Context: an optimization exercise on an open-source flow, tuned for small area, a short achievable clock period and few clock cycles per item. The choices shown serve that exercise and are no tape-out recipe. The RTL was checked by simulation tests, not by an equivalence proof against the original design.

==> flow/design.v (excerpt) <==
module lwe_keygen_top #(
    parameter int unsigned                     Q         = 3329,
    parameter logic [lwe_regs_pkg::ADDR_W-1:0] BASE_ADDR = 32'h4000_6000
) (
    input  logic                            clk,
    input  logic                            rst_n,
    input  logic                            awvalid,
    output logic                            awready,
    input  logic [lwe_regs_pkg::ADDR_W-1:0] awaddr,
    input  logic                            wvalid,
    output logic                            wready,
    input  logic [lwe_regs_pkg::DATA_W-1:0] wdata,
    output logic                            bvalid,
    input  logic                            bready,
    output logic [1:0]                      bresp,
    input  logic                            arvalid,
    output logic                            arready,
    input  logic [lwe_regs_pkg::ADDR_W-1:0] araddr,
    output logic                            rvalid,
    input  logic                            rready,
    output logic [lwe_regs_pkg::DATA_W-1:0] rdata,
    output logic [1:0]                      rresp
);
    logic         w_load, w_held_d0, op_wr, start, busy, done, active, hold, hold_d;
    logic [3:0]   pend;
    logic [4:0]   op_idx, rd_idx, wr_idx;
    logic [11:0]  rd_data, wr_data;
    logic         wr_en;
    logic [191:0] mat_a;
  ...
For scale: ~140 I/O pins.
export LEC_CHECK = 0
export CAP_MARGIN = 20
export CORE_MARGIN = 2
export CORE_UTILIZATION = 40
export PLACE_DENSITY = 0.6
export SETUP_SLACK_MARGIN = 1.5
export SLEW_MARGIN = 20
create_clock -name core_clock -period 30.0 [get_ports {clk}]
standard.sh (not shown) runs the stock make flow with config.mk's settings and CLKGATE_MAP_FILE= SYNTH_SCRIPT=/design/flow/synth_recipe.tcl, a recipe that flattens the netlist after the stock synthesis.
==> flow/flow/run.sh <==
#!/bin/bash
# The standard layout, with the port buffers made of buf_2 cells instead of the
# default delay buffers. Each tool's output goes to a log file in this folder.
set -euo pipefail
bash standard.sh BUFFER_PORTS_ARGS="-buffer_cell sky130_fd_sc_hd__buf_2" finish > standard_finish.log 2>&1
Testbench counts at the start, summed over its fixed seeds: cycles 2,432, keygens 64.
Next try:
==> flow/run.sh (new file) <==
#!/bin/bash
# synth_recipe.tcl (not shown) runs the flow's synth.tcl, then flattens the netlist and writes it again
# the make line also repeats each setting of config.mk as NAME=value (left out here)
make -C /OpenROAD-flow-scripts/flow DESIGN_CONFIG=/design/flow/config.mk WORK_HOME=/design/flow/orfs CLKGATE_MAP_FILE= SYNTH_SCRIPT=/design/flow/synth_recipe.tcl finish
removed: flow/flow/run.sh
removed: flow/standard.sh
The new run passed the timing, DRC and antenna checks.
Final area increases by 1.5%.
Global-route usage came out lower by 0.11 points.
Wire length came out lower by 0.30%.
Area after synthesis does not change.
Via count is about the same.
Core utilization rose by 0.66 points.
Cell count does not change.
Register-to-register slack got worse by 0.08 ns.
Die area is unchanged.
Next try:
==> flow/flow/run.sh (new file) <==
#!/bin/bash
# The standard layout, with three changes made through ORFS variables:
# - the port buffers are buf_2 cells instead of the default delay buffers;
# - clock tree synthesis clusters up to 24 sinks per leaf buffer and adds no dummy loads;
# - the resizer's setup repair aims at 22.8 ns of slack on the 30 ns clock.
# Each tool's output goes to a log file in this folder.
set -euo pipefail
bash standard.sh \
  BUFFER_PORTS_ARGS="-buffer_cell sky130_fd_sc_hd__buf_2" \
  CTS_ARGS="-sink_clustering_enable -repair_clock_nets -dont_use_dummy_load -sink_clustering_size 24 -sink_clustering_max_diameter 120" \
  SETUP_SLACK_MARGIN=22.8 \
  finish > standard_finish.log 2>&1
==> flow/standard.sh (new file) <==
#!/bin/bash
# synth_recipe.tcl (not shown) runs the flow's synth.tcl, then flattens the netlist and writes it again
# the make line also repeats each setting of config.mk as NAME=value (left out here)
make -C /OpenROAD-flow-scripts/flow DESIGN_CONFIG=/design/flow/config.mk WORK_HOME=/design/flow/orfs CLKGATE_MAP_FILE= SYNTH_SCRIPT=/design/flow/synth_recipe.tcl "${@:-finish}"
removed: flow/run.sh
Effect:
- area after synthesis is unchanged
- worst setup slack improved by 0.57 ns
- synthesized cell count is unchanged
- count of clock-buffer cells in the layout came out lower by 44
- final area came out lower by 4.4%

[static timing again, ports no longer ideal]
How much do the figures lean on ideal ports? The routed layouts below were timed once more, with nothing changed but the port constraints.
Step 1 (the two cells are an assumption about what drives the block):
set clk [get_ports {clk}]
set_driving_cell -lib_cell sky130_fd_sc_hd__clkbuf_16 $clk
set_driving_cell -lib_cell sky130_fd_sc_hd__buf_2 [delete_from_list [all_inputs] $clk]
Step 2 moves the port delays by t, midway between the first and last clock arrival at a register: inputs arrive t later, outputs are due t later. That takes back most of the time a late clock gives input paths.
Three values: ideal ports, drivers, drivers and shift; two values: the first two.
run	shift t [ns]	setup slack, ns	worst data-port slew with drivers (ns)
the first run	0.702	22.301 / 22.301 / 22.218	0.06
the second run	0.693	22.221 / 22.221 / 21.858	0.06
the third run	0.661	22.795 / 22.730 / 22.315	0.05
After both steps every run listed still meets setup and hold. For the third run, which loses most, drivers alone change the setup slack by -0.065 ns; drivers and shift together by -0.480 ns.
